Context: an optimization exercise on an open-source flow, tuned for small area and a short achievable clock period. The choices shown serve that exercise and are no tape-out recipe.
Function was checked by simulation only, so behaviour that the tests miss may differ from the original.
No driver is modelled on the clock port, so clock power and skew are understated where the tree is cut down; a real chip needs a root buffer or a tree.
Power is estimated from default activity; no workload was simulated.

## north
// cpu_trace_buffer
module cpu_trace_buffer #(
  parameter int unsigned DATA_W  = 32,
  parameter int unsigned STATE_W = 4,
  parameter int unsigned DEPTH   = 64,
  parameter int unsigned CNT_W   = $clog2(DEPTH + 1)
) (
  input  logic                        clk,
  input  logic                        reset,
  input  logic                        arm,
  input  logic                        mode,
  input  logic [1:0]                  trig_sel,
  input  logic [DATA_W-1:0]           trig_val,
  input  logic                        trig_in,
  input  logic [CNT_W-1:0]            post_cnt,
  input  logic [DATA_W-1:0]           PC,
  input  logic [DATA_W-1:0]           Instr,
  input  logic [STATE_W-1:0]          state,
  input  logic                        IRWrite,
  input  logic                        MemWrite,
  input  logic [DATA_W-1:0]           Adr,
  output logic                        out_valid,
  input  logic                        out_ready,
  output logic [STATE_W+2*DATA_W-1:0] out_data,
  output logic                        out_last,
  output logic                        busy,
  output logic                        triggered,
  output logic [CNT_W-1:0]            count
);
  localparam int unsigned SD = DEPTH - 1;           
  localparam int unsigned EW = trace_pkg::ENTRY_W(STATE_W, DATA_W);
  logic              r_busy;
  logic              r_valid;
  logic              r_post;
  logic              r_triggered;
  logic              r_last;
  logic [CNT_W-1:0]  r_count;
  ...
Size in the first run: roughly 0.16 mm² of cells after synthesis.
clock: 6.0 ns
lec_check: 0
cap_margin: 20
core_margin: 2
core_utilization: 55
cts_cluster_diameter: 80
cts_cluster_size: 25
place_density: 0.65
setup_slack_margin: 3.7
slew_margin: 20
synth_memory_max_bits: 8192
standard.sh (not shown) runs the stock make flow with config.mk's settings and CLKGATE_MAP_FILE= SYNTH_SCRIPT=/design/flow/synth_recipe.tcl, a recipe that flattens the netlist after the stock synthesis.
==> flow/flow/run.sh <==
#!/bin/bash
# Standard layout, except that clock tree synthesis inserts no dummy loads,
# and after it the tree's root buffer is split into four, one per quadrant,
# which then drive the third level directly (flow/split_root.tcl).
set -e
cd "$(dirname "$0")/.."
export RES_DIR=$PWD/orfs/results/$FLOW_PLATFORM/cpu_trace_buffer/base
export FLOW_CLOCK_PORT=clk
OPENROAD=$(command -v openroad || echo "$FLOW_HOME/../tools/install/OpenROAD/bin/openroad")
CTS="-sink_clustering_enable -repair_clock_nets -sink_clustering_size 25 -sink_clustering_max_diameter 80 -dont_use_dummy_load"
bash standard.sh "CTS_ARGS=$CTS" cts > std_cts.log 2>&1
"$OPENROAD" -exit -no_init flow/split_root.tcl > split_root.log 2>&1
bash standard.sh finish > std_finish.log 2>&1
==> flow/flow/split_root.tcl <==
# Split the clock tree's root buffer into one copy per quadrant of its loads,
# so the clock port drives four buffers that each carry a quarter of the
# root's load, and let those drive the level below the next one directly.
# Reads and rewrites the CTS result in place.
set plat $::env(FLOW_HOME)/platforms/$::env(FLOW_PLATFORM)
set res $::env(RES_DIR)
read_lef $plat/lef/sky130_fd_sc_hd.tlef
read_lef $plat/lef/sky130_fd_sc_hd_merged.lef
read_liberty $plat/lib/sky130_fd_sc_hd__tt_025C_1v80.lib
read_db $res/4_cts.odb
read_sdc $res/4_cts.sdc
source $plat/setRC.tcl
set_propagated_clock [all_clocks]

proc split_root {nparts} {
  set block [ord::get_db_block]
  # the root is the one buffer the clock port drives
  set port_net [$block findNet $::env(FLOW_CLOCK_PORT)]
  set root ""
  foreach it [$port_net getITerms] {
    if {[$it isInputSignal]} { set root [$it getInst] }
  }
  if {$root eq "" || [llength [$port_net getITerms]] != 1} {
    puts "split_root: clock port does not drive a single buffer; nothing to do"
    return
  }
  set master [$root getMaster]
  set out_net [[$root findITerm X] getNet]
  set loads {}
  foreach it [$out_net getITerms] {
    if {[$it isInputSignal]} { lappend loads $it }
  }
  set rb [$root getBBox]
  set cx [expr {([$rb xMin] + [$rb xMax]) / 2}]
  set cy [expr {([$rb yMin] + [$rb yMax]) / 2}]
  set sx 0; set sy 0
  foreach it $loads {
    set b [[$it getInst] getBBox]
    set sx [expr {$sx + [$b xMin]}]; set sy [expr {$sy + [$b yMin]}]
  }
  set n [llength $loads]
  set mx [expr {$sx / $n}]; set my [expr {$sy / $n}]
  array set G {}
  foreach it $loads {
    set b [[$it getInst] getBBox]
    set q [expr {([$b xMin] >= $mx ? 1 : 0) + ([$b yMin] >= $my ? 2 : 0)}]
    lappend G($q) $it
  }
  set rname [$root getName]
  set k 0
  foreach q [lsort [array names G]] {
    # nets and instances get distinct names (as CTS names them) so that
    # parasitics read back by name land on the net
    set name "${rname}_q$k"
    set nn [odb::dbNet_create $block "clknet_split_q$k"]
    $nn setSigType CLOCK
    set inst [odb::dbInst_create $block $master $name]
    set sx 0; set sy 0
    foreach it $G($q) {
      set b [[$it getInst] getBBox]
      set sx [expr {$sx + [$b xMin]}]; set sy [expr {$sy + [$b yMin]}]
    }
    set gx [expr {$sx / [llength $G($q)]}]; set gy [expr {$sy / [llength $G($q)]}]
    $inst setLocation [expr {($gx + $cx) / 2}] [expr {($gy + $cy) / 2}]
    $inst setPlacementStatus PLACED
    $inst setSourceType TIMING
    [$inst findITerm A] connect $port_net
    [$inst findITerm X] connect $nn
    foreach it $G($q) { $it disconnect; $it connect $nn }
    puts "split_root: $name drives [llength $G($q)] loads"
    incr k
  }
  odb::dbInst_destroy $root
  odb::dbNet_destroy $out_net
}

# Remove the buffers the given net drives: their loads move onto the net,
# and the net's driver moves to the middle of those loads.
proc collapse_children {net} {
  set block [ord::get_db_block]
  set drv ""
  set kids {}
  foreach it [$net getITerms] {
    if {[$it isInputSignal]} { lappend kids [$it getInst] } elseif {[$it isOutputSignal]} { set drv [$it getInst] }
  }
  set moved {}
  foreach kid $kids {
    if {![string match "*clkbuf*" [[$kid getMaster] getName]]} continue
    set onet [[$kid findITerm X] getNet]
    set loads {}
    foreach it [$onet getITerms] { if {[$it isInputSignal]} { lappend loads $it } }
    [$kid findITerm A] disconnect
    foreach it $loads { $it disconnect; $it connect $net; lappend moved $it }
    [$kid findITerm X] disconnect
    odb::dbInst_destroy $kid
    odb::dbNet_destroy $onet
  }
  set sx 0; set sy 0
  foreach it $moved {
    set b [[$it getInst] getBBox]
    set sx [expr {$sx + [$b xMin]}]; set sy [expr {$sy + [$b yMin]}]
  }
  if {[llength $moved]} {
    $drv setLocation [expr {$sx / [llength $moved]}] [expr {$sy / [llength $moved]}]
  }
  puts "collapse_children: [$drv getName] now drives [llength $moved] loads"
}

puts "before:"
report_clock_latency
split_root 4
# The level below the root only fans out by two; each quarter buffer drives
# the level under it directly instead
set block [ord::get_db_block]
foreach q {0 1 2 3} {
  set n [$block findNet "clknet_split_q$q"]
  if {$n ne "NULL"} { collapse_children $n }
}
detailed_placement
check_placement -verbose
estimate_parasitics -placement
puts "after:"
report_clock_latency
report_worst_slack -max
report_worst_slack -min
write_db $res/4_1_cts.odb
write_db $res/4_cts.odb
The inputs of south differ from those of north as listed below.
==> flow/flow/run.sh <==
#!/bin/bash
# Standard layout, except that after clock tree synthesis the tree's root
# buffer is split into four, one per quadrant, which then drive the
# third level directly (flow/split_root.tcl).
set -e
cd "$(dirname "$0")/.."
export RES_DIR=$PWD/orfs/results/$FLOW_PLATFORM/cpu_trace_buffer/base
export FLOW_CLOCK_PORT=clk
OPENROAD=$(command -v openroad || echo "$FLOW_HOME/../tools/install/OpenROAD/bin/openroad")
bash standard.sh cts > std_cts.log 2>&1
"$OPENROAD" -exit -no_init flow/split_root.tcl > split_root.log 2>&1
bash standard.sh finish > std_finish.log 2>&1
diff --git a/flow/config.mk b/flow/config.mk
--- a/flow/config.mk
+++ b/flow/config.mk
@@ -11,5 +11,5 @@
 export CTS_CLUSTER_DIAMETER = 80
 export CTS_CLUSTER_SIZE = 25
-export PLACE_DENSITY = 0.65
+export PLACE_DENSITY = 0.72
 export SETUP_SLACK_MARGIN = 3.7
 export SLEW_MARGIN = 20
Reported for north and south, area share of xor/xnor cells in the synthesized design turned out identical to the last digit. Delta (south minus north): largest net degree at the start of global routing decreased 48; hold slack went down by 0.016 ns; clock insertion delay at the later pin of the skew report rose by 0.03 ns; final weighted congestion in routability-driven placement went up. south vs north: cell area up by a few percent. The higher count of inverters other than clock inverters in the layout of north and south is in south. Area of the die came out exactly the same in north and south. Summary — total of plain and repair buffers excluding clock buffers, south relative to north: higher, by 227.
Here is what was changed in the inputs of east compared with south.
diff --git a/flow/config.mk b/flow/config.mk
--- a/flow/config.mk
+++ b/flow/config.mk
@@ -11,5 +11,5 @@
 export CTS_CLUSTER_DIAMETER = 80
 export CTS_CLUSTER_SIZE = 25
-export PLACE_DENSITY = 0.72
+export PLACE_DENSITY = 0.65
 export SETUP_SLACK_MARGIN = 3.7
 export SLEW_MARGIN = 20
Notes after the runs:
Against south, total leakage power in east fell by a few percent.
For south, the most crowded layer after global routing was met1, unlike east, where it was met2.
east: global-route usage 0.31 points above south
When the final numbers for south and east were put side by side, the core utilization of the finished layout turned out to be greater in south.
Compared to south, east shows a wider setup margin.
Via count of the first global-routing pass down 1,015 in east wrt south
Internal reg-to-reg setup slack ended up 0.09 ns higher on east than on south.
Per the comparison of east with south, non-clock buffer count down 243, worst setup slack after placement down 0.038 ns.
What west does differently from east at the input level:
diff --git a/flow/config.mk b/flow/config.mk
--- a/flow/config.mk
+++ b/flow/config.mk
@@ -8,5 +8,5 @@
 export CAP_MARGIN = 20
 export CORE_MARGIN = 2
-export CORE_UTILIZATION = 55
+export CORE_UTILIZATION = 60
 export CTS_CLUSTER_DIAMETER = 80
 export CTS_CLUSTER_SIZE = 25
Notes after the runs:
Changes observed in west relative to east: count of clock-buffer cells in the layout -14; multi-input logic cell count saw little to no change; global-route wire length before repair moved up.
east → west: total power increased 5.6%, final worst hold slack fell by 0.022 ns.
Transition time at the pin with the least slew margin: west vs east — no meaningful difference
When west is measured against east, its multi-input gate area in the final layout turns out 0.89% higher.

== job 104 ==
Another version of the RTL of cpu_trace_buffer (not shown whole).
For scale: about 8200 cells after synthesis, ~4500 flip-flops, ~230 I/O pins.
clock: 6.0 ns
lec_check: 0
cap_margin: 20
core_margin: 2
core_utilization: 55
cts_cluster_diameter: 80
cts_cluster_size: 25
place_density: 0.65
setup_slack_margin: 3.7
slew_margin: 20
synth_memory_max_bits: 8192
==> flow/flow/run.sh <==
#!/bin/bash
# Standard layout, except that after clock tree synthesis the tree's root
# buffer is split into four, one per quadrant, which then drive the
# third level directly (flow/split_root.tcl).
set -e
cd "$(dirname "$0")/.."
export RES_DIR=$PWD/orfs/results/$FLOW_PLATFORM/cpu_trace_buffer/base
export FLOW_CLOCK_PORT=clk
OPENROAD=$(command -v openroad || echo "$FLOW_HOME/../tools/install/OpenROAD/bin/openroad")
bash standard.sh cts > std_cts.log 2>&1
"$OPENROAD" -exit -no_init flow/split_root.tcl > split_root.log 2>&1
bash standard.sh finish > std_finish.log 2>&1
Scripts as last shown in full above: flow/flow/split_root.tcl
> inputs changed (job 104 -> job 105)
Settings: swapping 3.7 for 3.6 in SETUP_SLACK_MARGIN.
- Job 105 reports a lower non-clock buffer count than job 104 does.
- Xor/xnor cell area share of the yosys netlist: job 105 vs job 104 identical
- Compared with job 104, total power per unit cell area in job 105 increased slightly.
- Of job 105 and job 104, the run reporting the higher mean routed wirelength per cell was job 104.
- The lower global-route usage over all layers came out of job 105.
- Comparing job 104 against job 105, there is no change at all in placed standard-cell area.
- Comparing job 105 with job 104, the power in combinational cells came out essentially unchanged.
- Job 105: routed wire length about 1.2% below job 104
- Worst setup path endpoint: r_head[24] -> job 105, out_data[34] -> job 104

run A:
The RTL this note starts from:
==> flow/design.v <==
package trace_pkg;
  localparam logic [1:0] TRIG_NOW  = 2'd0;
  localparam logic [1:0] TRIG_PC   = 2'd1;
  localparam logic [1:0] TRIG_MEMW = 2'd2;
  localparam logic [1:0] TRIG_EXT  = 2'd3;
  function automatic integer ENTRY_W(input integer state_w, input integer data_w);
    ENTRY_W = state_w + 2 * data_w;
  endfunction
endpackage
module trace_ram #(
  parameter int unsigned DEPTH = 63,
  parameter int unsigned WIDTH = 68
) (
  input  logic                       clk,
  input  logic                       i_shift,
  input  logic [WIDTH-1:0]           i_wdata,
  input  logic [DEPTH-1:0]           i_rsel,
  output logic [WIDTH-1:0]           o_rdata
);
  logic [WIDTH-1:0] r_mem [DEPTH];
  always_ff @(posedge clk) begin
    if (i_shift) begin
      r_mem[0] <= i_wdata;
      for (int i = 1; i < DEPTH; i++) r_mem[i] <= r_mem[i-1];
    end
  end
  always_comb begin
    o_rdata = '0;
    for (int i = 0; i < DEPTH; i++)
      o_rdata = o_rdata | (r_mem[i] & {WIDTH{i_rsel[i]}});
  end
endmodule
module cpu_trace_buffer #(
  parameter int unsigned DATA_W  = 32,
  parameter int unsigned STATE_W = 4,
  parameter int unsigned DEPTH   = 64,
  parameter int unsigned CNT_W   = $clog2(DEPTH + 1)
) (
  input  logic                        clk,
  input  logic                        reset,
  input  logic                        arm,
  input  logic                        mode,
  input  logic [1:0]                  trig_sel,
  input  logic [DATA_W-1:0]           trig_val,
  input  logic                        trig_in,
  input  logic [CNT_W-1:0]            post_cnt,
  input  logic [DATA_W-1:0]           PC,
  input  logic [DATA_W-1:0]           Instr,
  input  logic [STATE_W-1:0]          state,
  input  logic                        IRWrite,
  input  logic                        MemWrite,
  input  logic [DATA_W-1:0]           Adr,
  output logic                        out_valid,
  input  logic                        out_ready,
  output logic [STATE_W+2*DATA_W-1:0] out_data,
  output logic                        out_last,
  output logic                        busy,
  output logic                        triggered,
  output logic [CNT_W-1:0]            count
);
  localparam int unsigned SD = DEPTH - 1;           
  localparam int unsigned EW = trace_pkg::ENTRY_W(STATE_W, DATA_W);
  logic              r_busy;
  logic              r_valid;
  logic              r_post;
  logic              r_triggered;
  logic              r_last;
  logic [CNT_W-1:0]  r_count;
  logic [SD-1:0]     r_rd_oh;      
  logic [EW-1:0]     r_head;       
  logic [CNT_W-1:0]  r_remaining;
  logic [CNT_W-1:0]  r_cnt_left;
  logic              r_mode_q;
  logic [3:0]        r_sel_oh;
  logic [DATA_W-1:0] r_val_q;
  logic              w_arm_ok;
  logic              w_sample;
  logic              w_trig_hit;
  logic              w_fire;
  logic              w_enter_dump;
  logic              w_full;
  logic              w_cnt0;
  logic              w_cnt1;
  logic              w_pop;
  logic              w_head_ld;
  logic              w_rd_mv;
  logic [CNT_W-1:0]  w_count_inc;
  logic [CNT_W-1:0]  w_post_clamp;
  logic [EW-1:0]     w_live;
  logic [EW-1:0]     w_rd_data;
  assign w_live       = {state, PC, Instr};
  assign w_arm_ok     = arm && !r_valid;
  assign w_sample     = r_busy && !arm && (!r_mode_q || IRWrite);
  assign w_full       = r_count[CNT_W-1];
  assign w_cnt0       = (r_count == CNT_W'(0));
  assign w_cnt1       = (r_count == CNT_W'(1));
  assign w_count_inc  = w_full ? r_count : r_count + CNT_W'(1);
  assign w_post_clamp = post_cnt[CNT_W-1] ? CNT_W'(DEPTH - 1) : post_cnt;
  assign w_trig_hit = r_sel_oh[0] ||
                      (r_sel_oh[1] && (PC == r_val_q)) ||
                      (r_sel_oh[2] && MemWrite && (Adr == r_val_q)) ||
                      (r_sel_oh[3] && trig_in);
  assign w_fire       = w_sample && !r_post && w_trig_hit;
  assign w_enter_dump = w_sample && (r_post ? (r_remaining == CNT_W'(1))
                                            : (w_trig_hit && (r_remaining == '0)));
  assign w_pop = r_valid ? out_ready : (w_sample && w_full);
  assign w_head_ld = w_pop || (w_sample && w_cnt0);
  assign w_rd_mv   = w_sample && !w_full;
  always_ff @(posedge clk or posedge reset) begin
    if (reset) begin
      r_busy      <= 1'b0;
      r_valid     <= 1'b0;
      r_post      <= 1'b0;
      r_triggered <= 1'b0;
      r_last      <= 1'b0;
      r_count     <= '0;
    end else if (w_arm_ok) begin
      r_busy      <= 1'b1;
      r_valid     <= 1'b0;
      r_post      <= 1'b0;
      r_triggered <= 1'b0;
      r_last      <= 1'b0;
      r_count     <= '0;
    end else begin
      if (w_sample) r_count <= w_count_inc;
      if (w_fire) begin
        r_triggered <= 1'b1;
        if (r_remaining != '0) r_post <= 1'b1;
      end
      if (w_enter_dump) begin
        r_busy  <= 1'b0;
        r_valid <= 1'b1;
        r_last  <= w_cnt0;
      end
      if (r_valid && out_ready) begin
        r_last <= (r_cnt_left == CNT_W'(2));
        if (r_cnt_left == CNT_W'(1)) r_valid <= 1'b0;
      end
    end
  end
  always_ff @(posedge clk) begin
    if (w_arm_ok) begin
      r_mode_q    <= mode;
      r_sel_oh    <= 4'b0001 << trig_sel;
      r_val_q     <= trig_val;
      r_remaining <= w_post_clamp;
    end else if (w_sample && r_post) begin
      r_remaining <= r_remaining - CNT_W'(1);
    end
    r_rd_oh <= ({SD{!w_arm_ok && w_rd_mv}}  & {r_rd_oh[SD-2:0] & {(SD-1){!w_cnt1}}, w_cnt1}) |
               ({SD{!w_arm_ok && !w_rd_mv}} & r_rd_oh);
    if (!r_valid) r_cnt_left <= w_count_inc;
    else if (out_ready) r_cnt_left <= r_cnt_left - CNT_W'(1);
    r_head <= ({EW{w_head_ld}}            & w_rd_data) |
              ({EW{w_head_ld && w_cnt0}}  & w_live) |
              ({EW{!w_head_ld}}           & r_head);
  end
  trace_ram #(
    .DEPTH (SD),
    .WIDTH (EW)
  ) u_ram (
    .clk     (clk),
    .i_shift (w_sample || (r_valid && out_ready)),
    .i_wdata (w_live),
    .i_rsel  (r_rd_oh),
    .o_rdata (w_rd_data)
  );
  assign out_valid = r_valid;
  assign out_data  = r_head;
  assign out_last  = r_last;
  assign busy      = r_busy;
  assign triggered = r_triggered;
  assign count     = r_count;
endmodule
Settings: LEC_CHECK=0, CAP_MARGIN=20, CORE_MARGIN=2, CORE_UTILIZATION=55, CTS_CLUSTER_DIAMETER=80, CTS_CLUSTER_SIZE=25, PLACE_DENSITY=0.65, SETUP_SLACK_MARGIN=3.65, SLEW_MARGIN=20, SYNTH_MEMORY_MAX_BITS=8192; clock period 6.0 ns.
Scripts as last shown in full above: flow/flow/run.sh, flow/flow/split_root.tcl
Run A was carried through to the last stage, and its layout satisfied the timing, design-rule and antenna checks.
diff inputs: run A => run B
diff --git a/flow/flow/run.sh b/flow/flow/run.sh
--- a/flow/flow/run.sh
+++ b/flow/flow/run.sh
@@ -2,4 +2,3 @@
 # Standard layout, except that after clock tree synthesis the tree's root
-# buffer is split into four, one per quadrant, which then drive the
-# third level directly (flow/split_root.tcl).
+# buffer is split into four, one per quadrant (flow/split_root.tcl).
 set -e
diff --git a/flow/flow/split_root.tcl b/flow/flow/split_root.tcl
--- a/flow/flow/split_root.tcl
+++ b/flow/flow/split_root.tcl
@@ -2,4 +2,3 @@
 # so the clock port drives four buffers that each carry a quarter of the
-# root's load, and let those drive the level below the next one directly.
-# Reads and rewrites the CTS result in place.
+# root's load. Reads and rewrites the CTS result in place.
 set plat $::env(FLOW_HOME)/platforms/$::env(FLOW_PLATFORM)
@@ -76,34 +75,2 @@
 
-# Remove the buffers the given net drives: their loads move onto the net,
-# and the net's driver moves to the middle of those loads.
-proc collapse_children {net} {
-  set block [ord::get_db_block]
-  set drv ""
-  set kids {}
-  foreach it [$net getITerms] {
-    if {[$it isInputSignal]} { lappend kids [$it getInst] } elseif {[$it isOutputSignal]} { set drv [$it getInst] }
-  }
-  set moved {}
-  foreach kid $kids {
-    if {![string match "*clkbuf*" [[$kid getMaster] getName]]} continue
-    set onet [[$kid findITerm X] getNet]
-    set loads {}
-    foreach it [$onet getITerms] { if {[$it isInputSignal]} { lappend loads $it } }
-    [$kid findITerm A] disconnect
-    foreach it $loads { $it disconnect; $it connect $net; lappend moved $it }
-    [$kid findITerm X] disconnect
-    odb::dbInst_destroy $kid
-    odb::dbNet_destroy $onet
-  }
-  set sx 0; set sy 0
-  foreach it $moved {
-    set b [[$it getInst] getBBox]
-    set sx [expr {$sx + [$b xMin]}]; set sy [expr {$sy + [$b yMin]}]
-  }
-  if {[llength $moved]} {
-    $drv setLocation [expr {$sx / [llength $moved]}] [expr {$sy / [llength $moved]}]
-  }
-  puts "collapse_children: [$drv getName] now drives [llength $moved] loads"
-}
-
 puts "before:"
@@ -111,9 +78,2 @@
 split_root 4
-# The level below the root only fans out by two; each quarter buffer drives
-# the level under it directly instead
-set block [ord::get_db_block]
-foreach q {0 1 2 3} {
-  set n [$block findNet "clknet_split_q$q"]
-  if {$n ne "NULL"} { collapse_children $n }
-}
 detailed_placement
diff --git a/flow/config.mk b/flow/config.mk
--- a/flow/config.mk
+++ b/flow/config.mk
@@ -13,3 +13,3 @@
 export PLACE_DENSITY = 0.65
-export SETUP_SLACK_MARGIN = 3.65
+export SETUP_SLACK_MARGIN = 3.5
 export SLEW_MARGIN = 20
Findings:
The final area in run B sits about 1.9% below the value recorded for run A. Comparing run B with run A, the total power came out essentially unchanged. Run B vs run A on clock share of power: run B is the higher one. Routed via count divided by cell count ends up lower on run B. Pin count of the biggest net entering global routing (higher): run B. Number of vias in the routed layout of run B falls short of that of run A by a few percent. Sequential share of layout area for run B: 1.4 points up relative to run A. Run B gives more setup slack than run A did. Non-clock buffer total of the final layout (run B over run A): decrease, 150. Run B vs run A, global-route usage went down by 2.0 points.
Inputs modified between run B and run C:
diff --git a/flow/flow/run.sh b/flow/flow/run.sh
--- a/flow/flow/run.sh
+++ b/flow/flow/run.sh
@@ -2,3 +2,4 @@
 # Standard layout, except that after clock tree synthesis the tree's root
-# buffer is split into four, one per quadrant (flow/split_root.tcl).
+# buffer is split into four, one per quadrant, which then drive the
+# third level directly (flow/split_root.tcl).
 set -e
diff --git a/flow/flow/split_root.tcl b/flow/flow/split_root.tcl
--- a/flow/flow/split_root.tcl
+++ b/flow/flow/split_root.tcl
@@ -2,3 +2,4 @@
 # so the clock port drives four buffers that each carry a quarter of the
-# root's load. Reads and rewrites the CTS result in place.
+# root's load, and let those drive the level below the next one directly.
+# Reads and rewrites the CTS result in place.
 set plat $::env(FLOW_HOME)/platforms/$::env(FLOW_PLATFORM)
@@ -75,2 +76,34 @@
 
+# Remove the buffers the given net drives: their loads move onto the net,
+# and the net's driver moves to the middle of those loads.
+proc collapse_children {net} {
+  set block [ord::get_db_block]
+  set drv ""
+  set kids {}
+  foreach it [$net getITerms] {
+    if {[$it isInputSignal]} { lappend kids [$it getInst] } elseif {[$it isOutputSignal]} { set drv [$it getInst] }
+  }
+  set moved {}
+  foreach kid $kids {
+    if {![string match "*clkbuf*" [[$kid getMaster] getName]]} continue
+    set onet [[$kid findITerm X] getNet]
+    set loads {}
+    foreach it [$onet getITerms] { if {[$it isInputSignal]} { lappend loads $it } }
+    [$kid findITerm A] disconnect
+    foreach it $loads { $it disconnect; $it connect $net; lappend moved $it }
+    [$kid findITerm X] disconnect
+    odb::dbInst_destroy $kid
+    odb::dbNet_destroy $onet
+  }
+  set sx 0; set sy 0
+  foreach it $moved {
+    set b [[$it getInst] getBBox]
+    set sx [expr {$sx + [$b xMin]}]; set sy [expr {$sy + [$b yMin]}]
+  }
+  if {[llength $moved]} {
+    $drv setLocation [expr {$sx / [llength $moved]}] [expr {$sy / [llength $moved]}]
+  }
+  puts "collapse_children: [$drv getName] now drives [llength $moved] loads"
+}
+
 puts "before:"
@@ -78,2 +111,9 @@
 split_root 4
+# The level below the root only fans out by two; each quarter buffer drives
+# the level under it directly instead
+set block [ord::get_db_block]
+foreach q {0 1 2 3} {
+  set n [$block findNet "clknet_split_q$q"]
+  if {$n ne "NULL"} { collapse_children $n }
+}
 detailed_placement
==> run summary <==
Compared with run B, in run C smallest setup slack after layout -0.016 ns, clock-buffer cell count -2.3%, wire length +about 0.5%.
On footprint of the multi-input gates, run C and run B are basically level.
Comparing run C and run B, the higher switching power is on run B.
Compared with run B, run C shows part of the total power dissipated in the clock network lower by 0.3 points.
Final critical-path share of the clock period (run C over run B): increase, 0.26 points
Compared run C against run B; buffer levels on the longest clock path within noise.
For global-route usage, run B and run C come out practically identical.

==> what the ideal ports hide <==
No port has a modelled driver above. Below, the same layouts with a new extraction and two added sets of constraints.
Step 1, drivers: a clkbuf_16 drives clk and a buf_2 each remaining input, both assumed.
Step 2 also shifts input and output timing later by t, the mid clock arrival at the registers, as if the neighbouring blocks saw the same clock.
Slacks: ideal ports / drivers / drivers and shift; pairs: ideal ports / drivers.
run | t (ns) | setup WS [ns] | worst setup path at the end | latest minus earliest clock arrival (ns)
north | 0.868 | 3.506 / 3.336 / 2.807 | input to register | 0.086 / 0.086
south | 0.865 | 3.377 / 3.305 / 2.608 | input to register | 0.147 / 0.147
east | 0.891 | 3.544 / 3.324 / 2.829 | input to register | 0.048 / 0.047
west | 0.871 | 3.474 / 3.313 / 2.787 | input to register | 0.061 / 0.060
job 104 | 0.872 | 3.556 / 3.339 / 2.913 | input to register | 0.061 / 0.062
job 105 | 0.888 | 3.491 / 3.316 / 2.871 | input to register | 0.068 / 0.068
run A | 0.876 | 3.271 / 3.271 / 2.866 | input to register | 0.074 / 0.074
run B | 0.925 | 3.418 / 3.275 / 2.794 | input to register | 0.069 / 0.070
run C | 0.869 | 3.402 / 3.327 / 2.836 | input to register | 0.065 / 0.065
After both steps setup and hold are still met in every run listed. The setup slack of south, which loses most, moves by -0.072 ns with the drivers and by -0.769 ns with both steps.
